This is an optimization exercise on Yosys and OpenROAD, whose aim is small area, a short achievable clock period and few clock cycles per item, not a production implementation.
RTL that was checked went through simulation tests only; none was proved equivalent to the original.
No functional check of the RTL was part of run 3.

==> flow/design.v, too long to show whole: its modules and the start of the top module <==
// module w2rgb_gamma_rom: 2058 lines
// module w2rgb_red_lo_rom: 2058 lines
// module w2rgb_mul_rom0: 74 lines
// module w2rgb_mul_rom1: 74 lines
// module w2rgb_mul_rom2: 74 lines
// module w2rgb_mul_rom3: 42 lines
// module wavelength_to_rgb_core: 125 lines
module wavelength_to_rgb_core (
  input  logic        clk_i,
  input  logic        rst_ni,
  input  logic        in_valid_i,
  output logic        in_ready_o,
  input  logic [13:0] wavelength_i,
  output logic        out_valid_o,
  input  logic        out_ready_i,
  output logic [7:0]  red_o,
  output logic [7:0]  green_o,
  output logic [7:0]  blue_o
);
  // ...
==> flow/run.sh <==
#!/bin/bash
# synth_recipe.tcl (not shown) runs the flow's synth.tcl, then flattens the netlist and writes it again
# the make line also repeats each setting of config.mk as NAME=value (left out here)
make -C /OpenROAD-flow-scripts/flow DESIGN_CONFIG=/design/flow/config.mk WORK_HOME=/design/flow/orfs CLKGATE_MAP_FILE= SYNTH_SCRIPT=/design/flow/synth_recipe.tcl finish
==> flow/config.mk <==
export PLATFORM = sky130hd
export DESIGN_NAME = wavelength_to_rgb_core
export DESIGN_NICKNAME = wavelength_to_rgb_core
export VERILOG_FILES = /design/flow/design.v
export SDC_FILE = /design/flow/constraint.sdc
export NUM_CORES = 4
export LEC_CHECK = 0
export ABC_AREA = 1
export CAP_MARGIN = 20
export CORE_MARGIN = 2
export CORE_UTILIZATION = 45
export SETUP_SLACK_MARGIN = 3.5
export SLEW_MARGIN = 20
export SYNTH_MEMORY_MAX_BITS = 32768
==> flow/constraint.sdc <==
create_clock -name core_clock -period 7.0 [get_ports {clk_i}]
set_input_delay 1.4000 -clock core_clock [delete_from_list [all_inputs] [get_ports {clk_i}]]
set_output_delay 1.4000 -clock core_clock [all_outputs]
set_load 0.01 [all_outputs]
==> metrics.md, run 1 <==
| Metric | Value |
|---|---|
| Syn_area_per_cell | `between 6 and 7 µm²` |
| RSZ-0062 raised after global routing | `true` |
| Most used routing layer in global routing | `met2` |
| XOR/XNOR Fraction of Synth Area | `0.0157` |
| Most frequent cell after synthesis | `nand2_1` |
| Number of non-clock inverters | `about 250` |
| Peak Freq | `~220 MHz` |
| TritonRoute pass-1 iters | `8` |
| Post-Synth Simple-Gate Area | `0.332` |
| Sequential fraction of total cell area | `0.132` |
| Post-synthesis adder-cell area fraction | `0.134` |
| Top post-synthesis cells by area | `nand2_1 17%, edfxtp_1 16%, ha_1 8.8%, inv_1 7.5%, o21ai_0 7.2%` |
| Register area | `roughly 2000 µm²` |
| Final hold viol count | `0` |
| Global-route wire length before repair | `between 70 and 80 mm` |
| Placed insts | `roughly 2300` |
| Worst slew pin tran | `slightly below 1 ns` |
| Regs by FF count | `idx_q (11), op_q (11), w1_q (11)` |
| Initial antenna violation count | `1` |
| Final-layout clock buffer total | `9` |
| Critical path origin | `clamp2_q$_DFFE_PP_` |
| WL/cell | `approximately 22 µm` |
| Outcome | `timing/DRC/antenna clean` |
| Via/cell ratio | `6.27` |
Testbench counts, summed over its fixed seeds: cycles 24,032, items 24,000.
==> run 2, diff against run 1 <==
--- a/flow/config.mk
+++ b/flow/config.mk
@@ -10,5 +10,5 @@
 export CORE_MARGIN = 2
 export CORE_UTILIZATION = 45
-export SETUP_SLACK_MARGIN = 3.5
+export SETUP_SLACK_MARGIN = 2.5
 export SLEW_MARGIN = 20
 export SYNTH_MEMORY_MAX_BITS = 32768
==> run 2 against run 1 <==
  * Still clean on timing, DRC and antenna
  * Synthesized cell count unchanged
  * Utilization decreased by 1.7 points
  * Count of clock-buffer cells in the layout unchanged
  * Critical endpoint unchanged
==> metrics.md, run 2 <==
| Metric | Value |
|---|---|
| Wl on met1 | `21.5 mm (was 21.1 mm)` |
| Port Buffers | `43 (unchanged)` |
| Vias in the first global route | `13400 (was 13300)` |
| Syn_area_per_cell | `6.06 µm² (unchanged)` |
| Mapped Cells | `1938 (unchanged)` |
| Multiplexer area fraction after synthesis | `0.000959 (unchanged)` |
| CTS clk-pin slew, worst paths | `0.06 ns (was 0.07 ns)` |
| Initial antenna violation count | `0 (was 1)` |
| Post-synthesis adder-cell area fraction | `0.134 (unchanged)` |
| Shortest period the worst path allows | `4.57 ns (was 4.47 ns)` |
| Final WL | `53.9 mm (was 52.5 mm)` |
| Biggest cell delay along the critical path | `0.61 ns (was 0.58 ns)` |
| Worst slew pin tran | `0.907 ns (was 0.988 ns)` |
| Gpl congestion | `0.996 (was 1.04)` |
| Slew Viols, Final | `0 (unchanged)` |
| # setup viols final | `0 (unchanged)` |
| Most Frequent Cell on Critical Path | `inv_2 (was nand2_1)` |
| Synth cell count leaders | `540 x nand2_1, 236 x inv_1, 181 x nor2_1 (unchanged)` |
| Maximum fanout along the worst path | `5 (was 8)` |
| Met2 WL | `23.0 mm (was 22.4 mm)` |
| Global-route wire length before repair | `79.0 mm (was 76.7 mm)` |
| Metal3 WL | `6.26 mm (was 6.54 mm)` |
| Gr usage total | `0.377 (was 0.367)` |
| DRC | `0 (unchanged)` |
| Relative slew slack | `0.395 (was 0.339)` |
| Outcome | `timing/DRC/antenna clean (unchanged)` |
| Post-Synth Simple-Gate Area | `0.332 (unchanged)` |
| Worst Setup End Kind | `flop (unchanged)` |
| Remaining Overflow, GRT | `0 (unchanged)` |
| Distinct cells, synth | `56 (unchanged)` |
| Seq/Total Area, Yosys | `0.167 (unchanged)` |
| Via/cell ratio | `6.33 (was 6.27)` |
| Die H | `166 µm (unchanged)` |
| Via count | `14900 (was 15000)` |
| Critical path data arrival time | `4.65 ns (was 4.56 ns)` |
| EDFF count, synth | `62 (unchanged)` |
| Clock Root Buffer | `clkbuf_16 (unchanged)` |
| H-tree depth | `3 (unchanged)` |
| Largest net degree at the start of global routing | `71 (was 45)` |
| Post-synthesis compound-gate area fraction | `0.239 (unchanged)` |
| Mapped Nets | `2066 (unchanged)` |
| Placeable Area | `25800 µm² (unchanged)` |
| WL/cell | `22.8 µm (was 22.0 µm)` |
| RSZ-0062 raised after global routing | `true (unchanged)` |
| Hold crit path type | `reg2reg (unchanged)` |
| CTS Buffer Depth | `2 (unchanged)` |
| Top Metal Used | `met4 (was met5)` |
| CP Class | `reg2reg (unchanged)` |
| Peak Freq | `219 MHz (was 224 MHz)` |
| CTS Sinks | `66 (unchanged)` |
| Most common cell after layout, fill and taps aside | `nand2_1 (unchanged)` |
| Placement Setup Slack | `1.40 ns (was 1.98 ns)` |
| Worst setup SP type | `flop (unchanged)` |
| Final WS setup | `2.43 ns (was 2.53 ns)` |
| CTS Buf Count | `9 (unchanged)` |
| Nets@finish | `2145 (was 2174)` |
| Area of the multi-input gates | `9500 µm² (was 9650 µm²)` |
| Area of the mapped netlist | `11700 µm² (unchanged)` |
| # fillers | `2626 (was 2517)` |
| Detailed placement HPWL | `38.2 mm (was 37.2 mm)` |
| Ratio of cells with drive above 1 in the final layout | `0.173 (was 0.196)` |
| DRT iter0 DRCs | `2183 (was 2322)` |
| Register area | `1960 µm² (unchanged)` |
| # diodes | `0 (unchanged)` |
| Crit path cell chain | `buf_6 > clkinvlp_4 > nand2_4 > clkinvlp_4 > ha_4 > inv_2 > nand2_2 > nand2_2 > inv_2 > o21ai_4 > o221ai_2 > o211ai_1 > fa_1 > inv_2 > fa_1 > inv_2 > ha_4 > nand2_4 > buf_4 > nor4_4 > nand2_1 > o21ai_1 > xor2_1 (was clkinv_4 > nand2_8 > clkinvlp_4 > ha_1 > inv_2 > o21ai_0 > o211ai_1 > o2111ai_2 > fa_1 > inv_1 > fa_1 > inv_2 > ha_4 > a21o_1 > nand2_1 > nand2_1 > nand2_1 > o211ai_1 > a21oi_2 > o21ai_1 > xor2_1)` |
| Post-route clock period utilization | `0.653 (was 0.639)` |
| # rows | `59 (unchanged)` |
| Regs by FF count | `idx_q (11), op_q (11), w1_q (11) (unchanged)` |
| Synth Warn # | `7 (unchanged)` |
| Starting Density | `0.454 (unchanged)` |
| Layout Area Growth over Synthesis | `22.9% (was 26.7%)` |
| TNS Setup | `0 ns (unchanged)` |
| Top-area cell type share of the netlist area | `0.173 (unchanged)` |
| Most frequent cell after synthesis | `nand2_1 (unchanged)` |
| Synth area leader | `nand2_1 (unchanged)` |
| Post-route antenna net violation count | `0 (unchanged)` |
| Skew-Pair Late Insertion Delay | `0.34 ns (about the same)` |
| Ys flop type | `edfxtp_1 (unchanged)` |
| Max-cap violation count | `0 (unchanged)` |
| Top-Level Pins | `44 (unchanged)` |
| Asr flop ratio synth | `0.0606 (unchanged)` |
| Main combinational cell family by area after synthesis | `simple AND/OR/NAND/NOR gates (unchanged)` |
| Clock Skew | `0.0118 ns (was 0.0127 ns)` |
| Final hold viol count | `0 (unchanged)` |
| CTS tree | `built (unchanged)` |
| Die width | `166 µm (unchanged)` |
| Worst EP required | `7.08 ns (was 7.09 ns)` |
| Die area | `27400 µm² (unchanged)` |
| Most frequent cells in the layout | `494 x nand2_1, 203 x inv_1, 163 x nor2_1 (was 494 x nand2_1, 197 x inv_1, 161 x nor2_1)` |
| Yosys reg bits | `66 (unchanged)` |
| CP max stage cell | `fa_1 (unchanged)` |
| Top post-synthesis cells by area | `nand2_1 17%, edfxtp_1 16%, ha_1 8.8%, inv_1 7.5%, o21ai_0 7.2% (unchanged)` |
| XOR/XNOR Fraction of Synth Area | `0.0157 (unchanged)` |
| TritonRoute pass-1 iters | `7 (was 8)` |
[run 2: cell counts after synthesis]
No cell type changed its count.
[run 2: final timing paths]
kind,startpoint,endpoint,slack [ns],depth (start not counted)
min in group asynchronous,rst_ni,v_q[0]$_DFFE_PN0P_,1.26,1
worst max-delay path,clamp2_q$_DFFE_PP_,idx_q[8]$_DFFE_PP_,2.43,23
max in group asynchronous,rst_ni,v_q[2]$_DFFE_PN0P_,5.57,1
worst min register to register,route3_q[0]$_DFFE_PP_,route4_q[0]$_DFFE_PP_,0.43,0
worst min-delay path,route3_q[0]$_DFFE_PP_,route4_q[0]$_DFFE_PP_,0.43,0
worst max register to register,clamp2_q$_DFFE_PP_,idx_q[8]$_DFFE_PP_,2.43,23
[run 2: per-layer routing]
metal / track usage / up-vias
met4: 0.165 / 0
met3: 0.0917 / 241
met2: 0.564 / 1051
li1: - / 6717
met1: 0.515 / 6901
met5: 0 / -
[run 2: timing repair]
action                     4_1_cts  5_1_grt
gates cloned                     1        3
hold buffers                     0        0
resized for setup               99      200
pin swaps                       24       93
setup buffers                   25       50
setup endpoints to repair       12       12
[run 2: layout make-up]
class | count | share of cell area
timing repair buffer | 140 | 0.0861
inverter | 254 | 0.0702
tap | 335 | 0.0290
clock buffer | 9 | 0.0156
sequential | 66 | 0.136
timing repair inverter | 2 | 0.000867
multi-input combinational | 1544 | 0.658
clock inverter | 7 | 0.00416
[run 2: cells by family after synthesis]
logic type      Yosys count
compound gates          477
simple gates            934
fa+ha+maj               110
flops                    66
mux                       1
xor+xnor                 21
buf+inv                 329
[run 2: per-stage QoR]
step,util,cell area (µm²),cells,hold slack [ns]
CTS,0.515,13300,2304,0.433
finish,0.559,14400,2357,0.427
detailed placement,0.480,12400,2262,0.407
floorplan,-,11700,1938,0.400
global route,0.559,14400,2357,0.451
global placement,0.480,12400,2262,0.405
[run 2: worst max-delay path, delay by kind of cell (launching register included)]
family	cells	cell delay [ns]
fa+ha+maj	4	1.76
flops	1	0.40
buf+inv	8	0.77
simple gates	6	0.65
compound gates	4	0.63
xor+xnor	1	0.09
==> module w2rgb_mul_rom0, before the edit <==
module w2rgb_mul_rom0 (
  input  logic [5:0] idx_i,
  output logic [22:0] val_o
);
  always_comb begin
    case (idx_i)
      6'd0: val_o = 23'd5041152;
      6'd1: val_o = 23'd5050327;
      6'd2: val_o = 23'd5059502;
      6'd3: val_o = 23'd5068677;
      6'd4: val_o = 23'd5077852;
      6'd5: val_o = 23'd5087027;
      6'd6: val_o = 23'd5096202;
      6'd7: val_o = 23'd5105377;
      6'd8: val_o = 23'd8192;
      6'd9: val_o = 23'd25668;
      6'd10: val_o = 23'd43144;
      6'd11: val_o = 23'd60620;
      6'd12: val_o = 23'd78096;
      6'd13: val_o = 23'd95572;
      6'd14: val_o = 23'd113048;
      6'd15: val_o = 23'd130524;
      6'd16: val_o = 23'd7936;
      6'd17: val_o = 23'd28908;
      6'd18: val_o = 23'd49880;
      6'd19: val_o = 23'd70852;
      6'd20: val_o = 23'd91824;
      6'd21: val_o = 23'd112796;
      6'd22: val_o = 23'd133768;
      6'd23: val_o = 23'd154740;
      6'd24: val_o = 23'd8192;
      6'd25: val_o = 23'd21300;
      6'd26: val_o = 23'd34408;
      6'd27: val_o = 23'd47516;
      6'd28: val_o = 23'd60624;
      6'd29: val_o = 23'd73732;
      6'd30: val_o = 23'd86840;
      6'd31: val_o = 23'd99948;
      6'd32: val_o = 23'd8000;
      6'd33: val_o = 23'd22980;
      6'd34: val_o = 23'd37960;
      6'd35: val_o = 23'd52940;
      6'd36: val_o = 23'd67920;
      6'd37: val_o = 23'd82900;
      6'd38: val_o = 23'd97880;
      6'd39: val_o = 23'd112860;
      6'd40: val_o = 23'd8192;
      6'd41: val_o = 23'd24324;
      6'd42: val_o = 23'd40456;
      6'd43: val_o = 23'd56588;
      6'd44: val_o = 23'd72720;
      6'd45: val_o = 23'd88852;
      6'd46: val_o = 23'd104984;
      6'd47: val_o = 23'd121116;
      6'd48: val_o = 23'd5041152;
      6'd49: val_o = 23'd5050327;
      6'd50: val_o = 23'd5059502;
      6'd51: val_o = 23'd5068677;
      6'd52: val_o = 23'd5077852;
      6'd53: val_o = 23'd5087027;
      6'd54: val_o = 23'd5096202;
      6'd55: val_o = 23'd5105377;
      6'd56: val_o = 23'd5041152;
      6'd57: val_o = 23'd5050327;
      6'd58: val_o = 23'd5059502;
      6'd59: val_o = 23'd5068677;
      6'd60: val_o = 23'd5077852;
      6'd61: val_o = 23'd5087027;
      6'd62: val_o = 23'd5096202;
      6'd63: val_o = 23'd5105377;
      default: val_o = 23'd0;
    endcase
  end
endmodule
==> module w2rgb_mul_rom1, before the edit <==
module w2rgb_mul_rom1 (
  input  logic [5:0] idx_i,
  output logic [17:0] val_o
);
  always_comb begin
    case (idx_i)
      6'd0: val_o = 18'd0;
      6'd1: val_o = 18'd9175;
      6'd2: val_o = 18'd18350;
      6'd3: val_o = 18'd27525;
      6'd4: val_o = 18'd36700;
      6'd5: val_o = 18'd45875;
      6'd6: val_o = 18'd55050;
      6'd7: val_o = 18'd64225;
      6'd8: val_o = 18'd0;
      6'd9: val_o = 18'd17476;
      6'd10: val_o = 18'd34952;
      6'd11: val_o = 18'd52428;
      6'd12: val_o = 18'd69904;
      6'd13: val_o = 18'd87380;
      6'd14: val_o = 18'd104856;
      6'd15: val_o = 18'd122332;
      6'd16: val_o = 18'd0;
      6'd17: val_o = 18'd20972;
      6'd18: val_o = 18'd41944;
      6'd19: val_o = 18'd62916;
      6'd20: val_o = 18'd83888;
      6'd21: val_o = 18'd104860;
      6'd22: val_o = 18'd125832;
      6'd23: val_o = 18'd146804;
      6'd24: val_o = 18'd0;
      6'd25: val_o = 18'd13108;
      6'd26: val_o = 18'd26216;
      6'd27: val_o = 18'd39324;
      6'd28: val_o = 18'd52432;
      6'd29: val_o = 18'd65540;
      6'd30: val_o = 18'd78648;
      6'd31: val_o = 18'd91756;
      6'd32: val_o = 18'd0;
      6'd33: val_o = 18'd14980;
      6'd34: val_o = 18'd29960;
      6'd35: val_o = 18'd44940;
      6'd36: val_o = 18'd59920;
      6'd37: val_o = 18'd74900;
      6'd38: val_o = 18'd89880;
      6'd39: val_o = 18'd104860;
      6'd40: val_o = 18'd0;
      6'd41: val_o = 18'd16132;
      6'd42: val_o = 18'd32264;
      6'd43: val_o = 18'd48396;
      6'd44: val_o = 18'd64528;
      6'd45: val_o = 18'd80660;
      6'd46: val_o = 18'd96792;
      6'd47: val_o = 18'd112924;
      6'd48: val_o = 18'd0;
      6'd49: val_o = 18'd9175;
      6'd50: val_o = 18'd18350;
      6'd51: val_o = 18'd27525;
      6'd52: val_o = 18'd36700;
      6'd53: val_o = 18'd45875;
      6'd54: val_o = 18'd55050;
      6'd55: val_o = 18'd64225;
      6'd56: val_o = 18'd0;
      6'd57: val_o = 18'd9175;
      6'd58: val_o = 18'd18350;
      6'd59: val_o = 18'd27525;
      6'd60: val_o = 18'd36700;
      6'd61: val_o = 18'd45875;
      6'd62: val_o = 18'd55050;
      6'd63: val_o = 18'd64225;
      default: val_o = 18'd0;
    endcase
  end
endmodule
==> module w2rgb_mul_rom2, before the edit <==
module w2rgb_mul_rom2 (
  input  logic [5:0] idx_i,
  output logic [17:0] val_o
);
  always_comb begin
    case (idx_i)
      6'd0: val_o = 18'd0;
      6'd1: val_o = 18'd9175;
      6'd2: val_o = 18'd18350;
      6'd3: val_o = 18'd27525;
      6'd4: val_o = 18'd36700;
      6'd5: val_o = 18'd45875;
      6'd6: val_o = 18'd55050;
      6'd7: val_o = 18'd64225;
      6'd8: val_o = 18'd0;
      6'd9: val_o = 18'd17476;
      6'd10: val_o = 18'd34952;
      6'd11: val_o = 18'd52428;
      6'd12: val_o = 18'd69904;
      6'd13: val_o = 18'd87380;
      6'd14: val_o = 18'd104856;
      6'd15: val_o = 18'd122332;
      6'd16: val_o = 18'd0;
      6'd17: val_o = 18'd20972;
      6'd18: val_o = 18'd41944;
      6'd19: val_o = 18'd62916;
      6'd20: val_o = 18'd83888;
      6'd21: val_o = 18'd104860;
      6'd22: val_o = 18'd125832;
      6'd23: val_o = 18'd146804;
      6'd24: val_o = 18'd0;
      6'd25: val_o = 18'd13108;
      6'd26: val_o = 18'd26216;
      6'd27: val_o = 18'd39324;
      6'd28: val_o = 18'd52432;
      6'd29: val_o = 18'd65540;
      6'd30: val_o = 18'd78648;
      6'd31: val_o = 18'd91756;
      6'd32: val_o = 18'd0;
      6'd33: val_o = 18'd14980;
      6'd34: val_o = 18'd29960;
      6'd35: val_o = 18'd44940;
      6'd36: val_o = 18'd59920;
      6'd37: val_o = 18'd74900;
      6'd38: val_o = 18'd89880;
      6'd39: val_o = 18'd104860;
      6'd40: val_o = 18'd0;
      6'd41: val_o = 18'd16132;
      6'd42: val_o = 18'd32264;
      6'd43: val_o = 18'd48396;
      6'd44: val_o = 18'd64528;
      6'd45: val_o = 18'd80660;
      6'd46: val_o = 18'd96792;
      6'd47: val_o = 18'd112924;
      6'd48: val_o = 18'd0;
      6'd49: val_o = 18'd9175;
      6'd50: val_o = 18'd18350;
      6'd51: val_o = 18'd27525;
      6'd52: val_o = 18'd36700;
      6'd53: val_o = 18'd45875;
      6'd54: val_o = 18'd55050;
      6'd55: val_o = 18'd64225;
      6'd56: val_o = 18'd0;
      6'd57: val_o = 18'd9175;
      6'd58: val_o = 18'd18350;
      6'd59: val_o = 18'd27525;
      6'd60: val_o = 18'd36700;
      6'd61: val_o = 18'd45875;
      6'd62: val_o = 18'd55050;
      6'd63: val_o = 18'd64225;
      default: val_o = 18'd0;
    endcase
  end
endmodule
==> module wavelength_to_rgb_core, before the edit <==
module wavelength_to_rgb_core (
  input  logic        clk_i,
  input  logic        rst_ni,
  input  logic        in_valid_i,
  output logic        in_ready_o,
  input  logic [13:0] wavelength_i,
  output logic        out_valid_o,
  input  logic        out_ready_i,
  output logic [7:0]  red_o,
  output logic [7:0]  green_o,
  output logic [7:0]  blue_o
);
  logic       en;
  logic [3:0] v_q;
  assign en = ~v_q[3] | out_ready_i;
  always_ff @(posedge clk_i or negedge rst_ni) begin
    if (!rst_ni) begin
      v_q <= '0;
    end else if (en) begin
      v_q <= {v_q[2:0], in_valid_i};
    end
  end
  assign in_ready_o  = en;
  assign out_valid_o = v_q[3];
  logic [13:0] w;
  logic        clamp_d;
  logic [2:0]  route_d;
  always_comb begin
    w = wavelength_i;
    clamp_d = (w < w2rgb_pkg::W380) | (w > w2rgb_pkg::W780);
    if      (w < w2rgb_pkg::W420)  route_d = w2rgb_pkg::R_LO;
    else if (w < w2rgb_pkg::W440)  route_d = w2rgb_pkg::R_VIO;
    else if (w < w2rgb_pkg::W490)  route_d = w2rgb_pkg::R_BLU;
    else if (w < w2rgb_pkg::W510)  route_d = w2rgb_pkg::R_CYA;
    else if (w < w2rgb_pkg::W580)  route_d = w2rgb_pkg::R_GRN;
    else if (w < w2rgb_pkg::W645)  route_d = w2rgb_pkg::R_YEL;
    else if (w <= w2rgb_pkg::W700) route_d = w2rgb_pkg::R_RED;
    else                           route_d = w2rgb_pkg::R_HI;
  end
  logic [2:0]  route1_q;
  logic        clamp1_q;
  logic [10:0] w1_q;
  always_ff @(posedge clk_i) begin
    if (en) begin
      route1_q <= route_d;
      clamp1_q <= clamp_d;
      w1_q     <= w[10:0];
    end
  end
  logic [10:0] op_v;
  logic [10:0] op_e;
  logic        op_neg;
  logic [10:0] op;
  always_comb begin
    op_v   = w1_q;
    op_neg = 1'b1;
    op_e   = 11'd193;
    case (route1_q)
      w2rgb_pkg::R_LO:  begin op_v = {w1_q[9:0], 1'b0}; op_neg = 1'b0; op_e = 11'd128;  end  
      w2rgb_pkg::R_VIO: begin                                          op_e = 11'd897;  end  
      w2rgb_pkg::R_BLU: begin                           op_neg = 1'b0; op_e = 11'd1152; end  
      w2rgb_pkg::R_CYA: begin op_v = {w1_q[8:0], 2'b0};                op_e = 11'd1921; end  
      w2rgb_pkg::R_GRN: begin                           op_neg = 1'b0; op_e = 11'd32;   end  
      w2rgb_pkg::R_YEL: begin                                          op_e = 11'd81;   end  
      default:          begin                                          op_e = 11'd193;  end  
    endcase
    op = (op_neg ? ~op_v : op_v) + op_e;
  end
  logic [2:0]  route2_q;
  logic        clamp2_q;
  logic [10:0] op_q;
  always_ff @(posedge clk_i) begin
    if (en) begin
      route2_q <= route1_q;
      clamp2_q <= clamp1_q;
      op_q     <= op;
    end
  end
  logic [22:0] pp0;
  logic [17:0] pp1, pp2;
  logic [16:0] pp3;
  logic [24:0] prod;
  logic [10:0] op_m;
  assign op_m = op_q & {11{~clamp2_q}};
  w2rgb_mul_rom0 i_mul0 (.idx_i({route2_q, op_m[2:0]}),  .val_o(pp0));
  w2rgb_mul_rom1 i_mul1 (.idx_i({route2_q, op_m[5:3]}),  .val_o(pp1));
  w2rgb_mul_rom2 i_mul2 (.idx_i({route2_q, op_m[8:6]}),  .val_o(pp2));
  w2rgb_mul_rom3 i_mul3 (.idx_i({route2_q, op_m[10:9]}), .val_o(pp3));
  assign prod = 25'(pp0) + (25'(pp1) << 3) + (25'(pp2) << 6) + (25'(pp3) << 9);
  logic [2:0]  route3_q;
  logic [10:0] idx_q;
  always_ff @(posedge clk_i) begin
    if (en) begin
      route3_q <= route2_q;
      idx_q    <= prod[24:14];
    end
  end
  logic [7:0] g_d, rl_d;
  w2rgb_gamma_rom  i_gamma  (.idx_i(idx_q), .val_o(g_d));
  w2rgb_red_lo_rom i_red_lo (.idx_i(idx_q), .val_o(rl_d));
  logic [2:0] route4_q;
  logic [7:0] g_q, rl_q;
  always_ff @(posedge clk_i) begin
    if (en) begin
      route4_q <= route3_q;
      g_q      <= g_d;
      rl_q     <= rl_d;
    end
  end
  always_comb begin
    red_o   = 8'd0;
    green_o = 8'd0;
    blue_o  = 8'd0;
    case (route4_q)
      w2rgb_pkg::R_LO:  begin red_o = rl_q;     blue_o  = g_q;    end
      w2rgb_pkg::R_VIO: begin red_o = g_q;      blue_o  = 8'd255; end
      w2rgb_pkg::R_BLU: begin green_o = g_q;    blue_o  = 8'd255; end
      w2rgb_pkg::R_CYA: begin green_o = 8'd255; blue_o  = g_q;    end
      w2rgb_pkg::R_GRN: begin red_o = g_q;      green_o = 8'd255; end
      w2rgb_pkg::R_YEL: begin red_o = 8'd255;   green_o = g_q;    end
      w2rgb_pkg::R_RED: begin red_o = 8'd255;                     end
      default:          begin red_o = g_q;                        end
    endcase
  end
endmodule
==> run 3, diff against run 2 <==
--- a/flow/design.v
+++ b/flow/design.v
@@ -4135,150 +4135,16 @@
 endmodule
 module w2rgb_mul_rom0 (
-  input  logic [5:0] idx_i,
+  input  logic [6:0] idx_i,
   output logic [22:0] val_o
 );
-  always_comb begin
-    case (idx_i)
-      6'd0: val_o = 23'd5041152;
-      6'd1: val_o = 23'd5050327;
-      6'd2: val_o = 23'd5059502;
-      6'd3: val_o = 23'd5068677;
-      6'd4: val_o = 23'd5077852;
-      6'd5: val_o = 23'd5087027;
-      6'd6: val_o = 23'd5096202;
-      6'd7: val_o = 23'd5105377;
-      6'd8: val_o = 23'd8192;
-      6'd9: val_o = 23'd25668;
-      6'd10: val_o = 23'd43144;
-      6'd11: val_o = 23'd60620;
-      6'd12: val_o = 23'd78096;
-      6'd13: val_o = 23'd95572;
-      6'd14: val_o = 23'd113048;
-      6'd15: val_o = 23'd130524;
-      6'd16: val_o = 23'd7936;
-      6'd17: val_o = 23'd28908;
-      6'd18: val_o = 23'd49880;
-      6'd19: val_o = 23'd70852;
-      6'd20: val_o = 23'd91824;
-      6'd21: val_o = 23'd112796;
-      6'd22: val_o = 23'd133768;
-      6'd23: val_o = 23'd154740;
-      6'd24: val_o = 23'd8192;
-      6'd25: val_o = 23'd21300;
-      6'd26: val_o = 23'd34408;
-      6'd27: val_o = 23'd47516;
-      6'd28: val_o = 23'd60624;
-      6'd29: val_o = 23'd73732;
-      6'd30: val_o = 23'd86840;
-      6'd31: val_o = 23'd99948;
-      6'd32: val_o = 23'd8000;
-      6'd33: val_o = 23'd22980;
-      6'd34: val_o = 23'd37960;
-      6'd35: val_o = 23'd52940;
-      6'd36: val_o = 23'd67920;
-      6'd37: val_o = 23'd82900;
-      6'd38: val_o = 23'd97880;
-      6'd39: val_o = 23'd112860;
-      6'd40: val_o = 23'd8192;
-      6'd41: val_o = 23'd24324;
-      6'd42: val_o = 23'd40456;
-      6'd43: val_o = 23'd56588;
-      6'd44: val_o = 23'd72720;
-      6'd45: val_o = 23'd88852;
-      6'd46: val_o = 23'd104984;
-      6'd47: val_o = 23'd121116;
-      6'd48: val_o = 23'd5041152;
-      6'd49: val_o = 23'd5050327;
-      6'd50: val_o = 23'd5059502;
-      6'd51: val_o = 23'd5068677;
-      6'd52: val_o = 23'd5077852;
-      6'd53: val_o = 23'd5087027;
-      6'd54: val_o = 23'd5096202;
-      6'd55: val_o = 23'd5105377;
-      6'd56: val_o = 23'd5041152;
-      6'd57: val_o = 23'd5050327;
-      6'd58: val_o = 23'd5059502;
-      6'd59: val_o = 23'd5068677;
-      6'd60: val_o = 23'd5077852;
-      6'd61: val_o = 23'd5087027;
-      6'd62: val_o = 23'd5096202;
-      6'd63: val_o = 23'd5105377;
-      default: val_o = 23'd0;
-    endcase
-  end
+  localparam logic [2943:0] TABLE = 2944'h9e0b333b870a75ef5ce9a149cec7b39499a71747ce0ab89bcdc3370c2a6cf99cd7b5c9aaf0b34ceba687ebccec009e0b333b870a75ef5ce9a149cec7b39499a71747ce0ab89bcdc3370c2a6cf99cd7b5c9aaf0b34ceba687ebccec0007a2780e48e01a99a03143005aa580a58a012b9202182003b2380668600ad8a011c1001ba1802782002f820020000719f80d49e018bfa02dd700545d809a1a0116f201f3600371b805f9600a1ea010950019d9802512002ce2001f400640180bb36015cd202867004a6780880200f66a01b9a0030cd8054ce00900200ecd00173380219a00299a00200009d7a81267a0223fe03f6100748480d48e01802602ae6004b8e8082a200dc4e0166b0022988030b6003876001f00083ff80f6ee01cbba035330061dd80b2aa01433202422003fbb806e6600baaa01311001d99802a220032220020009e0b333b870a75ef5ce9a149cec7b39499a71747ce0ab89bcdc3370c2a6cf99cd7b5c9aaf0b34ceba687ebccec00;
+  assign val_o = TABLE[idx_i * 23 +: 23];
 endmodule
 module w2rgb_mul_rom1 (
-  input  logic [5:0] idx_i,
-  output logic [17:0] val_o
+  input  logic [6:0] idx_i,
+  output logic [18:0] val_o
 );
-  always_comb begin
-    case (idx_i)
-      6'd0: val_o = 18'd0;
-      6'd1: val_o = 18'd9175;
-      6'd2: val_o = 18'd18350;
-      6'd3: val_o = 18'd27525;
-      6'd4: val_o = 18'd36700;
-      6'd5: val_o = 18'd45875;
-      6'd6: val_o = 18'd55050;
-      6'd7: val_o = 18'd64225;
-      6'd8: val_o = 18'd0;
-      6'd9: val_o = 18'd17476;
-      6'd10: val_o = 18'd34952;
-      6'd11: val_o = 18'd52428;
-      6'd12: val_o = 18'd69904;
-      6'd13: val_o = 18'd87380;
-      6'd14: val_o = 18'd104856;
-      6'd15: val_o = 18'd122332;
-      6'd16: val_o = 18'd0;
-      6'd17: val_o = 18'd20972;
-      6'd18: val_o = 18'd41944;
-      6'd19: val_o = 18'd62916;
-      6'd20: val_o = 18'd83888;
-      6'd21: val_o = 18'd104860;
-      6'd22: val_o = 18'd125832;
-      6'd23: val_o = 18'd146804;
-      6'd24: val_o = 18'd0;
-      6'd25: val_o = 18'd13108;
-      6'd26: val_o = 18'd26216;
-      6'd27: val_o = 18'd39324;
-      6'd28: val_o = 18'd52432;
-      6'd29: val_o = 18'd65540;
-      6'd30: val_o = 18'd78648;
-      6'd31: val_o = 18'd91756;
-      6'd32: val_o = 18'd0;
-      6'd33: val_o = 18'd14980;
-      6'd34: val_o = 18'd29960;
-      6'd35: val_o = 18'd44940;
-      6'd36: val_o = 18'd59920;
-      6'd37: val_o = 18'd74900;
-      6'd38: val_o = 18'd89880;
-      6'd39: val_o = 18'd104860;
-      6'd40: val_o = 18'd0;
-      6'd41: val_o = 18'd16132;
-      6'd42: val_o = 18'd32264;
-      6'd43: val_o = 18'd48396;
-      6'd44: val_o = 18'd64528;
-      6'd45: val_o = 18'd80660;
-      6'd46: val_o = 18'd96792;
-      6'd47: val_o = 18'd112924;
-      6'd48: val_o = 18'd0;
-      6'd49: val_o = 18'd9175;
-      6'd50: val_o = 18'd18350;
-      6'd51: val_o = 18'd27525;
-      6'd52: val_o = 18'd36700;
-      6'd53: val_o = 18'd45875;
-      6'd54: val_o = 18'd55050;
-      6'd55: val_o = 18'd64225;
-      6'd56: val_o = 18'd0;
-      6'd57: val_o = 18'd9175;
-      6'd58: val_o = 18'd18350;
-      6'd59: val_o = 18'd27525;
-      6'd60: val_o = 18'd36700;
-      6'd61: val_o = 18'd45875;
-      6'd62: val_o = 18'd55050;
-      6'd63: val_o = 18'd64225;
-      default: val_o = 18'd0;
-    endcase
-  end
+  localparam logic [2431:0] TABLE = 2432'h433327d708e8f59ae143147a59998a14791eb81f5c235c28599988f5c0d70a11eb811eb80000433327d708e8f59ae143147a59998a14791eb81f5c235c28599988f5c0d70a11eb811eb8000076278dc8e1999a2f43056a589d8a11b921f820372385e8609d8a0fc1017a181f8201f82000006db78ccce17c5a2be3050758924a107521d4203333857c60924a0ea1015f181d4201d420000060018b33614cd2266704667880020e66a199a02ccd84cce080020ccd013338199a0199a00000999a91eba2147e3d71070a48ccce170a628f6047ae87ae20ccce147b01eb8828f6028f6000007fff8eeee1bbba333305ddd8aaaa13332222203bbb866660aaaa111101999822220222200000433327d708e8f59ae143147a59998a14791eb81f5c235c28599988f5c0d70a11eb811eb80000;
+  assign val_o = TABLE[idx_i * 19 +: 19];
 endmodule
 module w2rgb_mul_rom2 (
@@ -4286,115 +4152,6 @@
   output logic [17:0] val_o
 );
-  always_comb begin
-    case (idx_i)
-      6'd0: val_o = 18'd0;
-      6'd1: val_o = 18'd9175;
-      6'd2: val_o = 18'd18350;
-      6'd3: val_o = 18'd27525;
-      6'd4: val_o = 18'd36700;
-      6'd5: val_o = 18'd45875;
-      6'd6: val_o = 18'd55050;
-      6'd7: val_o = 18'd64225;
-      6'd8: val_o = 18'd0;
-      6'd9: val_o = 18'd17476;
-      6'd10: val_o = 18'd34952;
-      6'd11: val_o = 18'd52428;
-      6'd12: val_o = 18'd69904;
-      6'd13: val_o = 18'd87380;
-      6'd14: val_o = 18'd104856;
-      6'd15: val_o = 18'd122332;
-      6'd16: val_o = 18'd0;
-      6'd17: val_o = 18'd20972;
-      6'd18: val_o = 18'd41944;
-      6'd19: val_o = 18'd62916;
-      6'd20: val_o = 18'd83888;
-      6'd21: val_o = 18'd104860;
-      6'd22: val_o = 18'd125832;
-      6'd23: val_o = 18'd146804;
-      6'd24: val_o = 18'd0;
-      6'd25: val_o = 18'd13108;
-      6'd26: val_o = 18'd26216;
-      6'd27: val_o = 18'd39324;
-      6'd28: val_o = 18'd52432;
-      6'd29: val_o = 18'd65540;
-      6'd30: val_o = 18'd78648;
-      6'd31: val_o = 18'd91756;
-      6'd32: val_o = 18'd0;
-      6'd33: val_o = 18'd14980;
-      6'd34: val_o = 18'd29960;
-      6'd35: val_o = 18'd44940;
-      6'd36: val_o = 18'd59920;
-      6'd37: val_o = 18'd74900;
-      6'd38: val_o = 18'd89880;
-      6'd39: val_o = 18'd104860;
-      6'd40: val_o = 18'd0;
-      6'd41: val_o = 18'd16132;
-      6'd42: val_o = 18'd32264;
-      6'd43: val_o = 18'd48396;
-      6'd44: val_o = 18'd64528;
-      6'd45: val_o = 18'd80660;
-      6'd46: val_o = 18'd96792;
-      6'd47: val_o = 18'd112924;
-      6'd48: val_o = 18'd0;
-      6'd49: val_o = 18'd9175;
-      6'd50: val_o = 18'd18350;
-      6'd51: val_o = 18'd27525;
-      6'd52: val_o = 18'd36700;
-      6'd53: val_o = 18'd45875;
-      6'd54: val_o = 18'd55050;
-      6'd55: val_o = 18'd64225;
-      6'd56: val_o = 18'd0;
-      6'd57: val_o = 18'd9175;
-      6'd58: val_o = 18'd18350;
-      6'd59: val_o = 18'd27525;
-      6'd60: val_o = 18'd36700;
-      6'd61: val_o = 18'd45875;
-      6'd62: val_o = 18'd55050;
-      6'd63: val_o = 18'd64225;
-      default: val_o = 18'd0;
-    endcase
-  end
-endmodule
-module w2rgb_mul_rom3 (
-  input  logic [4:0] idx_i,
-  output logic [16:0] val_o
-);
-  always_comb begin
-    case (idx_i)
-      5'd0: val_o = 17'd0;
-      5'd1: val_o = 17'd9175;
-      5'd2: val_o = 17'd18350;
-      5'd3: val_o = 17'd27525;
-      5'd4: val_o = 17'd0;
-      5'd5: val_o = 17'd17476;
-      5'd6: val_o = 17'd34952;
-      5'd7: val_o = 17'd52428;
-      5'd8: val_o = 17'd0;
-      5'd9: val_o = 17'd20972;
-      5'd10: val_o = 17'd41944;
-      5'd11: val_o = 17'd62916;
-      5'd12: val_o = 17'd0;
-      5'd13: val_o = 17'd13108;
-      5'd14: val_o = 17'd26216;
-      5'd15: val_o = 17'd39324;
-      5'd16: val_o = 17'd0;
-      5'd17: val_o = 17'd14980;
-      5'd18: val_o = 17'd29960;
-      5'd19: val_o = 17'd44940;
-      5'd20: val_o = 17'd0;
-      5'd21: val_o = 17'd16132;
-      5'd22: val_o = 17'd32264;
-      5'd23: val_o = 17'd48396;
-      5'd24: val_o = 17'd0;
-      5'd25: val_o = 17'd9175;
-      5'd26: val_o = 17'd18350;
-      5'd27: val_o = 17'd27525;
-      5'd28: val_o = 17'd0;
-      5'd29: val_o = 17'd9175;
-      5'd30: val_o = 17'd18350;
-      5'd31: val_o = 17'd27525;
-      default: val_o = 17'd0;
-    endcase
-  end
+  localparam logic [1151:0] TABLE = 1152'h3eb84d70a2cccc8f5c1ae1447ae08f5c00003eb84d70a2cccc8f5c1ae1447ae08f5c00006e4717a184ec50fc102f4307e080fc100000666715f1849250ea102be3075080ea100000599b1333840010ccd02667066680ccd000008f5d1eb886667147b03d710a3d8147b000007777199985555111103333088881111000003eb84d70a2cccc8f5c1ae1447ae08f5c0000;
+  assign val_o = TABLE[idx_i * 18 +: 18];
 endmodule
 module wavelength_to_rgb_core (
@@ -4412,37 +4169,50 @@
   logic       en;
   logic [3:0] v_q;
-  assign en = ~v_q[3] | out_ready_i;
+  logic       sk_v_q;
+  logic       accept;
+  assign en     = ~v_q[3] | out_ready_i;
+  assign accept = in_valid_i & ~sk_v_q;
   always_ff @(posedge clk_i or negedge rst_ni) begin
     if (!rst_ni) begin
-      v_q <= '0;
-    end else if (en) begin
-      v_q <= {v_q[2:0], in_valid_i};
+      v_q    <= '0;
+      sk_v_q <= 1'b0;
+    end else begin
+      if (en) begin
+        v_q <= {v_q[2:0], sk_v_q | accept};
+      end
+      sk_v_q <= (sk_v_q | accept) & ~en;
     end
   end
-  assign in_ready_o  = en;
+  assign in_ready_o  = ~sk_v_q;
   assign out_valid_o = v_q[3];
   logic [13:0] w;
-  logic        clamp_d;
   logic [2:0]  route_d;
   always_comb begin
-    w = wavelength_i;
-    clamp_d = (w < w2rgb_pkg::W380) | (w > w2rgb_pkg::W780);
-    if      (w < w2rgb_pkg::W420)  route_d = w2rgb_pkg::R_LO;
-    else if (w < w2rgb_pkg::W440)  route_d = w2rgb_pkg::R_VIO;
-    else if (w < w2rgb_pkg::W490)  route_d = w2rgb_pkg::R_BLU;
-    else if (w < w2rgb_pkg::W510)  route_d = w2rgb_pkg::R_CYA;
-    else if (w < w2rgb_pkg::W580)  route_d = w2rgb_pkg::R_GRN;
-    else if (w < w2rgb_pkg::W645)  route_d = w2rgb_pkg::R_YEL;
-    else if (w <= w2rgb_pkg::W700) route_d = w2rgb_pkg::R_RED;
-    else                           route_d = w2rgb_pkg::R_HI;
+    if      (wavelength_i < w2rgb_pkg::W380) w = w2rgb_pkg::W380;
+    else if (wavelength_i > w2rgb_pkg::W780) w = w2rgb_pkg::W780;
+    else                                     w = wavelength_i;
+    if      (wavelength_i < w2rgb_pkg::W420)  route_d = w2rgb_pkg::R_LO;
+    else if (wavelength_i < w2rgb_pkg::W440)  route_d = w2rgb_pkg::R_VIO;
+    else if (wavelength_i < w2rgb_pkg::W490)  route_d = w2rgb_pkg::R_BLU;
+    else if (wavelength_i < w2rgb_pkg::W510)  route_d = w2rgb_pkg::R_CYA;
+    else if (wavelength_i < w2rgb_pkg::W580)  route_d = w2rgb_pkg::R_GRN;
+    else if (wavelength_i < w2rgb_pkg::W645)  route_d = w2rgb_pkg::R_YEL;
+    else if (wavelength_i <= w2rgb_pkg::W700) route_d = w2rgb_pkg::R_RED;
+    else                                      route_d = w2rgb_pkg::R_HI;
+  end
+  logic [2:0]  route_sk_q;
+  logic [10:0] w_sk_q;
+  always_ff @(posedge clk_i) begin
+    if (!sk_v_q) begin
+      route_sk_q <= route_d;
+      w_sk_q     <= w[10:0];
+    end
   end
   logic [2:0]  route1_q;
-  logic        clamp1_q;
   logic [10:0] w1_q;
   always_ff @(posedge clk_i) begin
     if (en) begin
-      route1_q <= route_d;
-      clamp1_q <= clamp_d;
-      w1_q     <= w[10:0];
+      route1_q <= sk_v_q ? route_sk_q : route_d;
+      w1_q     <= sk_v_q ? w_sk_q     : w[10:0];
     end
   end
@@ -4467,24 +4237,19 @@
   end
   logic [2:0]  route2_q;
-  logic        clamp2_q;
   logic [10:0] op_q;
   always_ff @(posedge clk_i) begin
     if (en) begin
       route2_q <= route1_q;
-      clamp2_q <= clamp1_q;
       op_q     <= op;
     end
   end
-  logic [22:0] pp0;
-  logic [17:0] pp1, pp2;
-  logic [16:0] pp3;
+  logic [23:0] pp0;
+  logic [18:0] pp1;
+  logic [17:0] pp2;
   logic [24:0] prod;
-  logic [10:0] op_m;
-  assign op_m = op_q & {11{~clamp2_q}};
-  w2rgb_mul_rom0 i_mul0 (.idx_i({route2_q, op_m[2:0]}),  .val_o(pp0));
-  w2rgb_mul_rom1 i_mul1 (.idx_i({route2_q, op_m[5:3]}),  .val_o(pp1));
-  w2rgb_mul_rom2 i_mul2 (.idx_i({route2_q, op_m[8:6]}),  .val_o(pp2));
-  w2rgb_mul_rom3 i_mul3 (.idx_i({route2_q, op_m[10:9]}), .val_o(pp3));
-  assign prod = 25'(pp0) + (25'(pp1) << 3) + (25'(pp2) << 6) + (25'(pp3) << 9);
+  w2rgb_mul_rom0 i_mul0 (.idx_i({route2_q, op_q[3:0]}),  .val_o(pp0));
+  w2rgb_mul_rom1 i_mul1 (.idx_i({route2_q, op_q[7:4]}),  .val_o(pp1));
+  w2rgb_mul_rom2 i_mul2 (.idx_i({route2_q, op_q[10:8]}), .val_o(pp2));
+  assign prod = 25'(pp0) + (25'(pp1) << 4) + (25'(pp2) << 8);
   logic [2:0]  route3_q;
   logic [10:0] idx_q;
--- a/flow/config.mk
+++ b/flow/config.mk
@@ -10,5 +10,5 @@
 export CORE_MARGIN = 2
 export CORE_UTILIZATION = 45
-export SETUP_SLACK_MARGIN = 2.5
+export SETUP_SLACK_MARGIN = 3.6
 export SLEW_MARGIN = 20
 export SYNTH_MEMORY_MAX_BITS = 32768
==> run 3 against run 2 <==
  * Fmax increased by 18%
  * Critical endpoint is now idx_q[10]$_DFFE_PP_
  * Critical path depth decreased by 4
  * Sequential share of layout area increased by 1.6 points
  * Utilization decreased by 1.3 points
  * Highest routed layer unchanged
  * Still clean on timing, DRC and antenna
  * Synthesized area increased by 3.2%
  * Via count increased by 6.2%
  * Final cell count increased by 5.6%
  * Largest cell class unchanged
  * Routed wire length decreased by 0.21%
==> metrics.md, run 3 <==
| Metric | Value |
|---|---|
| Outcome | `timing/DRC/antenna clean (unchanged)` |
| # diodes | `0 (unchanged)` |
| Slew Viols, Final | `0 (unchanged)` |
| Area of the mapped netlist | `12100 µm² (was 11700 µm²)` |
| Gr usage total | `0.365 (was 0.377)` |
| EDFF count, synth | `60 (was 62)` |
| Detailed placement HPWL | `37.7 mm (was 38.2 mm)` |
| R2R Path Start | `op_q[4]$_DFFE_PP_ (was clamp2_q$_DFFE_PP_)` |
| Most common cell after layout, fill and taps aside | `nand2_1 (unchanged)` |
| Post-layout instance area | `14600 µm² (was 14400 µm²)` |
| Most frequent cells in the layout | `577 x nand2_1, 202 x inv_1, 194 x nor2_1 (was 494 x nand2_1, 203 x inv_1, 163 x nor2_1)` |
| Nets@finish | `2247 (was 2145)` |
| Top post-synthesis cells by area | `nand2_1 19%, edfxtp_1 15%, o21ai_0 7.8%, a21oi_1 7.6%, ha_1 7.4% (was nand2_1 17%, edfxtp_1 16%, ha_1 8.8%, inv_1 7.5%, o21ai_0 7.2%)` |
| DRC | `0 (unchanged)` |
| # setup viols final | `0 (unchanged)` |
| Peak Freq | `259 MHz (was 219 MHz)` |
| Most frequent cell after synthesis | `nand2_1 (unchanged)` |
| Distinct cells, synth | `62 (was 56)` |
| Maximum fanout along the worst path | `5 (unchanged)` |
| Gpl congestion | `1.08 (was 0.996)` |
| Die area | `28300 µm² (was 27400 µm²)` |
| Via/cell ratio | `6.36 (was 6.33)` |
| Die width | `168 µm (was 166 µm)` |
| Relative slew slack | `0.422 (was 0.395)` |
| Critical path data arrival time | `3.96 ns (was 4.65 ns)` |
| Syn_area_per_cell | `5.82 µm² (was 6.06 µm²)` |
| H-tree depth | `3 (unchanged)` |
| Initial antenna violation count | `0 (unchanged)` |
| Setup crit end | `idx_q[10]$_DFFE_PP_ (was idx_q[8]$_DFFE_PP_)` |
| CP Class | `reg2reg (unchanged)` |
| RSZ-0062 raised after global routing | `true (unchanged)` |
| R2R cell count | `19 (was 23)` |
| Shortest period the worst path allows | `3.86 ns (was 4.57 ns)` |
| Clock Root Buffer | `clkbuf_16 (unchanged)` |
| Top-Level Pins | `44 (unchanged)` |
| Clock Skew | `0.0146 ns (was 0.0118 ns)` |
| Post-route clock period utilization | `0.552 (was 0.653)` |
| Largest net degree at the start of global routing | `68 (was 71)` |
| Max-cap violation count | `0 (unchanged)` |
| Critical path origin | `op_q[4]$_DFFE_PP_ (was clamp2_q$_DFFE_PP_)` |
| Ratio of cells with drive above 1 in the final layout | `0.144 (was 0.173)` |
| Worst slew pin tran | `0.846 ns (was 0.907 ns)` |
| CTS tree | `built (unchanged)` |
| Worst EP required | `7.09 ns (was 7.08 ns)` |
| Post-route antenna net violation count | `0 (unchanged)` |
| Synth area leader | `nand2_1 (unchanged)` |
| Hold-fix buffers at CTS | `0 (unchanged)` |
| Seq/Total Area, Yosys | `0.182 (was 0.167)` |
| Layout Area Growth over Synthesis | `20.3% (was 22.9%)` |
| Final hold viol count | `0 (unchanged)` |
| Via count | `15800 (was 14900)` |
| CTS Buffer Depth | `2 (unchanged)` |
| Register area | `2210 µm² (was 1960 µm²)` |
| R2R setup slack | `3.14 ns (was 2.43 ns)` |
| Vias in the first global route | `14700 (was 13400)` |
| Top-area cell type share of the netlist area | `0.187 (was 0.173)` |
| CTS Sinks | `79 (was 66)` |
| Remaining Overflow, GRT | `0 (unchanged)` |
| Yosys reg bits | `79 (was 66)` |
| Worst Setup End Kind | `flop (unchanged)` |
| Die H | `168 µm (was 166 µm)` |
| Port Buffers | `43 (unchanged)` |
| Skew-Pair Late Insertion Delay | `0.34 ns (about the same)` |
| FF-to-FF End | `idx_q[10]$_DFFE_PP_ (was idx_q[8]$_DFFE_PP_)` |
| Mapped Nets | `2186 (was 2066)` |
| Post-route core utilization | `0.545 (was 0.559)` |
| DRT iter0 DRCs | `2285 (was 2183)` |
| Synth cell count leaders | `605 x nand2_1, 230 x inv_1, 220 x nor2_1 (was 540 x nand2_1, 236 x inv_1, 181 x nor2_1)` |
| # fillers | `2698 (was 2626)` |
| # rows | `60 (was 59)` |
| Mapped Cells | `2083 (was 1938)` |
| CTS Buf Count | `9 (unchanged)` |
| TritonRoute pass-1 iters | `12 (was 7)` |
| Asr flop ratio synth | `0.0633 (was 0.0606)` |
| Placeable Area | `26700 µm² (was 25800 µm²)` |
| Hold crit path type | `reg2reg (unchanged)` |
| Starting Density | `0.453 (was 0.454)` |
| Ys flop type | `edfxtp_1 (unchanged)` |
| Post-Place Cell Area | `12900 µm² (was 12400 µm²)` |
| Global-route wire length before repair | `81.3 mm (was 79.0 mm)` |
| Final WL | `53.7 mm (was 53.9 mm)` |
| Synth Warn # | `4 (was 7)` |
| TNS Setup | `0 ns (unchanged)` |
| WL/cell | `21.6 µm (was 22.8 µm)` |
| CTS clk-pin slew, worst paths | `0.07 ns (was 0.06 ns)` |
| Worst setup SP type | `flop (unchanged)` |
| Area of the multi-input gates | `9400 µm² (was 9500 µm²)` |
run 3: cell types whose count changed in the layout (fill, tap and decap cells not counted), moves of 13 or more:
cell,previous run,this run
clkdlybuf4s50_1,43,30
a21oi_1,123,159
dfxtp_1,0,14
nor2_1,163,194
nand2_1,494,577
o21ai_0,135,169
nand3_1,133,152
run 3: worst min path at each step:
| stage | cells after the start | start | slack [ns] | endpoint |
|---|---|---|---|---|
| detailed placement | 0 | route3_q[1]$_DFFE_PP_ | 0.41 | route4_q[1]$_DFFE_PP_ |
| global route | 0 | route3_q[1]$_DFFE_PP_ | 0.43 | route4_q[1]$_DFFE_PP_ |
| CTS | 0 | route3_q[1]$_DFFE_PP_ | 0.42 | route4_q[1]$_DFFE_PP_ |
| floorplan | 0 | route3_q[0]$_DFFE_PP_ | 0.40 | route4_q[0]$_DFFE_PP_ |
| finish | 0 | route3_q[1]$_DFFE_PP_ | 0.42 | route4_q[1]$_DFFE_PP_ |
| global placement | 0 | route3_q[1]$_DFFE_PP_ | 0.40 | route4_q[1]$_DFFE_PP_ |
run 3: kinds of logic after synthesis:
family,synth area share
xor gates and xnor gates,0.0116
AOI/OAI and AO/OA,0.245
DFF,0.182
adders and majority gates,0.0958
and+or+nand+nor,0.357
muxes,0.000929
buffers and inverters,0.108
run 3: cell type report:
type,instances,area share
clock buffers,11,0.0174
clock inverters,5,0.00249
inverters,244,0.0667
multi-input cells,1674,0.645
flip-flops and latches,79,0.152
well taps,341,0.0293
repair buffers,134,0.0865
repair inverters,2,0.000859
run 3: through the flow:
| step | std cells | setup WS (ns) | hold WS (ns) |
|---|---|---|---|
| 3_5_place_dp | 2400 | 2.16 | 0.405 |
| 4_1_cts | 2464 | 3.28 | 0.420 |
| 3_3_place_gp | 2400 | 2.26 | 0.402 |
| 6_report | 2490 | 3.14 | 0.421 |
| 5_1_grt | 2490 | 3.03 | 0.433 |
| 2_1_floorplan | 2083 | 3.60 | 0.400 |
run 3: per-layer routing:
layer / up-vias / global-route usage / routed length [µm]
met4: 0 / 0.234 / 4100
met5: - / 0 / 0
li1: 7136 / - / -
met1: 7153 / 0.461 / 20100
met2: 1201 / 0.587 / 24100
met3: 349 / 0.0531 / 5440
run 3: timing repair:
item / in CTS / in global routing
setup buffers: 46 / 25
pin swaps: 33 / 41
cloned: 2 / 1
setup endpoints to repair: 29 / 40
gates resized for setup: 109 / 102
run 3: worst max-delay path: stages, from the launching register on:
cell	delay [ns]
edfxtp_1	0.52
clkinvlp_4	0.25
ha_4	0.34
buf_6	0.12
nand2_4	0.06
nand2_2	0.06
o211ai_1	0.09
buf_4	0.18
a22oi_2	0.17
o22ai_2	0.13
fa_1	0.54
inv_2	0.05
ha_4	0.22
a21o_1	0.21
a31oi_4	0.18
nor2_2	0.06
a211oi_2	0.23
nand2_1	0.08
nand2_1	0.07
nand2_1	0.04
==> run 4, diff against run 3 <==
--- a/flow/design.v
+++ b/flow/design.v
@@ -4169,20 +4169,13 @@
   logic       en;
   logic [3:0] v_q;
-  logic       sk_v_q;
-  logic       accept;
-  assign en     = ~v_q[3] | out_ready_i;
-  assign accept = in_valid_i & ~sk_v_q;
+  assign en = ~v_q[3] | out_ready_i;
   always_ff @(posedge clk_i or negedge rst_ni) begin
     if (!rst_ni) begin
-      v_q    <= '0;
-      sk_v_q <= 1'b0;
-    end else begin
-      if (en) begin
-        v_q <= {v_q[2:0], sk_v_q | accept};
-      end
-      sk_v_q <= (sk_v_q | accept) & ~en;
+      v_q <= '0;
+    end else if (en) begin
+      v_q <= {v_q[2:0], in_valid_i};
     end
   end
-  assign in_ready_o  = ~sk_v_q;
+  assign in_ready_o  = en;
   assign out_valid_o = v_q[3];
   logic [13:0] w;
@@ -4201,18 +4194,10 @@
     else                                      route_d = w2rgb_pkg::R_HI;
   end
-  logic [2:0]  route_sk_q;
-  logic [10:0] w_sk_q;
-  always_ff @(posedge clk_i) begin
-    if (!sk_v_q) begin
-      route_sk_q <= route_d;
-      w_sk_q     <= w[10:0];
-    end
-  end
   logic [2:0]  route1_q;
   logic [10:0] w1_q;
   always_ff @(posedge clk_i) begin
     if (en) begin
-      route1_q <= sk_v_q ? route_sk_q : route_d;
-      w1_q     <= sk_v_q ? w_sk_q     : w[10:0];
+      route1_q <= route_d;
+      w1_q     <= w[10:0];
     end
   end
--- a/flow/config.mk
+++ b/flow/config.mk
@@ -10,5 +10,5 @@
 export CORE_MARGIN = 2
 export CORE_UTILIZATION = 45
-export SETUP_SLACK_MARGIN = 3.6
+export SETUP_SLACK_MARGIN = 3.2
 export SLEW_MARGIN = 20
 export SYNTH_MEMORY_MAX_BITS = 32768
==> run 4 against run 3 <==
  * Final cell count fell by 3.5%
  * Non-clock buffer count is 23 lower
  * Clock skew fell by 0.00080 ns
  * Count of clock-buffer cells in the layout unchanged
  * Still clean on timing, DRC and antenna
  * Setup slack improved by 0.027 ns
  * Critical path type unchanged
  * Flip-flop and latch count decreased by 15
  * Largest cell class unchanged
==> metrics.md, run 4 <==
| Metric | Value |
|---|---|
| Outcome | `timing/DRC/antenna clean (unchanged)` |
| Hold Crit Endpoint | `route4_q[1]$_DFFE_PP_ (unchanged)` |
| TritonRoute pass-1 iters | `10 (was 12)` |
| Worst Hold Launch | `route3_q[1]$_DFFE_PP_ (unchanged)` |
| Regs by FF count | `idx_q (11), op_q (11), w1_q (11)` |
| Top-area cell type share of the netlist area | `0.195 (was 0.187)` |
| Maximum fanout along the worst path | `9 (was 5)` |
| TNS Setup | `0 ns (unchanged)` |
| Mapped Nets | `2130 (was 2186)` |
| Synth area leader | `nand2_1 (unchanged)` |
| Critical path data arrival time | `3.93 ns (was 3.96 ns)` |
| Area of the mapped netlist | `11600 µm² (was 12100 µm²)` |
| Nets@finish | `2170 (was 2247)` |
| Clock Root Buffer | `clkbuf_16 (unchanged)` |
| Syn_area_per_cell | `5.73 µm² (was 5.82 µm²)` |
| EDFF count, synth | `60 (unchanged)` |
| Worst setup SP type | `flop (unchanged)` |
| Post-route core utilization | `0.548 (was 0.545)` |
| CP Class | `reg2reg (unchanged)` |
| Clock Skew | `0.0138 ns (was 0.0146 ns)` |
| # rows | `58 (was 60)` |
| Starting Density | `0.460 (was 0.453)` |
| WHS | `0.425 ns (was 0.421 ns)` |
| Layout Area Growth over Synthesis | `19.2% (was 20.3%)` |
| WP buf/inv | `4 (unchanged)` |
| Via/cell ratio | `6.38 (was 6.36)` |
| R2R cell count | `15 (was 19)` |
| Detailed placement HPWL | `35.4 mm (was 37.7 mm)` |
| Distinct cells, synth | `58 (was 62)` |
| Cell family with most CP delay | `compound AO/OA/AOI/OAI gates (was adder cells)` |
| Top-Level Pins | `44 (unchanged)` |
| Worst Setup End Kind | `flop (unchanged)` |
| Shortest period the worst path allows | `3.84 ns (was 3.86 ns)` |
| Most frequent cells in the layout | `570 x nand2_1, 212 x inv_1, 200 x nor2_1 (was 577 x nand2_1, 202 x inv_1, 194 x nor2_1)` |
| Biggest cell delay along the critical path | `0.54 ns (about the same)` |
| WL/cell | `21.2 µm (was 21.6 µm)` |
| CTS Buf Count | `9 (unchanged)` |
| Asr flop ratio synth | `0.0625 (was 0.0633)` |
| DRT iter0 DRCs | `2180 (was 2285)` |
| Hold crit path type | `reg2reg (unchanged)` |
| Post-route clock period utilization | `0.548 (was 0.552)` |
| Gpl congestion | `1.04 (was 1.08)` |
| Skew-Pair Late Insertion Delay | `0.34 ns (about the same)` |
| Seq/Total Area, Yosys | `0.164 (was 0.182)` |
| Gr usage total | `0.358 (was 0.365)` |
| Peak Freq | `261 MHz (was 259 MHz)` |
| RSZ-0062 raised after global routing | `true (unchanged)` |
| Post-layout instance area | `13800 µm² (was 14600 µm²)` |
| H-tree depth | `3 (unchanged)` |
| Final WS setup | `3.16 ns (was 3.14 ns)` |
| R2R Path Start | `route2_q[0]$_DFFE_PP_ (was op_q[4]$_DFFE_PP_)` |
| Most frequent cell after synthesis | `nand2_1 (unchanged)` |
| Die width | `165 µm (was 168 µm)` |
| Placement Setup Slack | `2.12 ns (was 2.16 ns)` |
| CTS Sinks | `64 (was 79)` |
| Most common cell after layout, fill and taps aside | `nand2_1 (unchanged)` |
| Ratio of cells with drive above 1 in the final layout | `0.127 (was 0.144)` |
| Max-cap violation count | `0 (unchanged)` |
| Largest net degree at the start of global routing | `65 (was 68)` |
| Port Buffers | `43 (unchanged)` |
| Placeable Area | `25300 µm² (was 26700 µm²)` |
| Final WL | `50.9 mm (was 53.7 mm)` |
| DRC | `0 (unchanged)` |
| Worst EP required | `7.09 ns (about the same)` |
| Relative slew slack | `0.248 (was 0.422)` |
| Hold path cells | `0 (unchanged)` |
| # diodes | `0 (unchanged)` |
| Worst slew pin tran | `1.12 ns (was 0.846 ns)` |
| Die area | `27100 µm² (was 28300 µm²)` |
| Crit path cell chain | `buf_6 > nand2_1 > inv_1 > o21ai_0 > a221oi_2 > o21ai_1 > fa_1 > inv_1 > ha_4 > a21oi_2 > o21ai_1 > a211oi_2 > nand2_2 > buf_4 > xor2_1 (was clkinvlp_4 > ha_4 > buf_6 > nand2_4 > nand2_2 > o211ai_1 > buf_4 > a22oi_2 > o22ai_2 > fa_1 > inv_2 > ha_4 > a21o_1 > a31oi_4 > nor2_2 > a211oi_2 > nand2_1 > nand2_1 > nand2_1)` |
| Hold-fix buffers at CTS | `0 (unchanged)` |
| Slew Viols, Final | `0 (unchanged)` |
| Remaining Overflow, GRT | `0 (unchanged)` |
| Via count | `15300 (was 15800)` |
| CTS clk-pin slew, worst paths | `0.07 ns (about the same)` |
| Top post-synthesis cells by area | `nand2_1 20%, edfxtp_1 16%, o21ai_0 8.2%, ha_1 7.8%, inv_1 7.4% (was nand2_1 19%, edfxtp_1 15%, o21ai_0 7.8%, a21oi_1 7.6%, ha_1 7.4%)` |
| CTS Buffer Depth | `2 (unchanged)` |
| Post-Place Cell Area | `12200 µm² (was 12900 µm²)` |
| # setup viols final | `0 (unchanged)` |
| Mapped Cells | `2027 (was 2083)` |
| R2R setup slack | `3.16 ns (was 3.14 ns)` |
| Synth Warn # | `4 (unchanged)` |
| Yosys reg bits | `64 (was 79)` |
| CP max stage cell | `fa_1 (unchanged)` |
| Ys flop type | `edfxtp_1 (unchanged)` |
| Initial antenna violation count | `1 (was 0)` |
| FF-to-FF End | `idx_q[2]$_DFFE_PP_ (was idx_q[10]$_DFFE_PP_)` |
| Synth cell count leaders | `604 x nand2_1, 228 x inv_1, 215 x nor2_1 (was 605 x nand2_1, 230 x inv_1, 220 x nor2_1)` |
| CTS tree | `built (unchanged)` |
| Die H | `165 µm (was 168 µm)` |
| Post-route antenna net violation count | `0 (unchanged)` |
| Global-route wire length before repair | `75.6 mm (was 81.3 mm)` |
| Final hold viol count | `0 (unchanged)` |
| Vias in the first global route | `13800 (was 14700)` |
==> run 4: cell count changes after synthesis, moves of 4 or more <==
cell,before,now
o21ai_1,9,4
o2111ai_1,3,7
o211ai_1,29,36
dfxtp_1,14,0
a31oi_1,14,22
buf_2,33,29
a21oi_1,184,163
nand3_1,158,146
nor2_1,220,215
==> run 4: how the worst max path moves through the flow <==
| stage | startpoint | endpoint | slack [ns] | cells after the start |
|---|---|---|---|---|
| after global routing | op_q[4]$_DFFE_PP_ | idx_q[10]$_DFFE_PP_ | 3.06 | 23 |
| after CTS | op_q[0]$_DFFE_PP_ | idx_q[8]$_DFFE_PP_ | 3.16 | 19 |
| after floorplan | out_ready_i | in_ready_o | 3.36 | 2 |
| after global placement | route2_q[2]$_DFFE_PP_ | idx_q[10]$_DFFE_PP_ | 2.04 | 16 |
| final | route2_q[0]$_DFFE_PP_ | idx_q[2]$_DFFE_PP_ | 3.16 | 15 |
| after detailed placement | route2_q[2]$_DFFE_PP_ | idx_q[10]$_DFFE_PP_ | 2.12 | 16 |
==> run 4: final cells by class <==
cell class	instances	area (µm²)
clock buffers	11	233
clock inverters	5	81.3
fillers	2576	11400
inverters	244	986
multi-input cells	1636	9190
flip-flops and latches	64	1900
well taps	330	413
repair buffers	111	1030
repair inverters	1	7.51
==> run 4: metal layers <==
metal  routed length, µm  vias up  track usage
li1                    -     6903            -
met1               18600     6858        0.444
met2               22100     1210        0.562
met3                5870      349       0.0671
met4                4220        0        0.249
met5                   0        -            0
==> run 4: per-stage QoR <==
stage | std cells
3_5_place_dp | 2336
2_1_floorplan | 2027
3_3_place_gp | 2336
4_1_cts | 2384
5_1_grt | 2402
6_report | 2402
==> run 4: repair_timing <==
| action | in CTS | in global routing |
|---|---|---|
| endpoints found under the setup margin | 12 | 24 |
| gates resized for setup | 70 | 175 |
| pin swaps | 7 | 35 |
| gates cloned | 1 | 2 |
| endpoints found under the hold margin | 0 | 0 |
| buffers inserted | 31 | 16 |
==> run 4: logic make-up after synthesis <==
| kind of cell | synth area share |
|---|---|
| buf+inv | 0.111 |
| flops | 0.164 |
| xor+xnor | 0.0121 |
| mux | 0.00194 |
| compound gates | 0.250 |
| fa+ha+maj | 0.100 |
| simple gates | 0.361 |
Testbench counts of run 4, summed over its fixed seeds: cycles 24,032, items 24,000.

-- what the ideal ports hide --
Ports are ideal in the flow. The routed layouts listed here were re-timed in OpenROAD.
Step 1: set_driving_cell puts a clkbuf_16 on clk_i and a buf_2 on each other input, an assumption about the parent block.
Step 2, shift: input delay + t, output delay - t, t = (earliest + latest rising clock arrival at the registers) / 2. This alone moves slack from input paths to output paths.
a / b / c = ideal ports / drivers / drivers and shift; a / b = the first two.
run	t (ns)	setup slack, ns	pins driven straight from the clock port
run 1	0.387	2.529 / 2.529 / 2.529	1
run 2	0.379	2.430 / 2.430 / 2.430	1
run 3	0.390	3.137 / 3.137 / 3.137	1
run 4	0.393	3.164 / 3.164 / 3.164	1
After both steps every run listed still meets setup and hold.
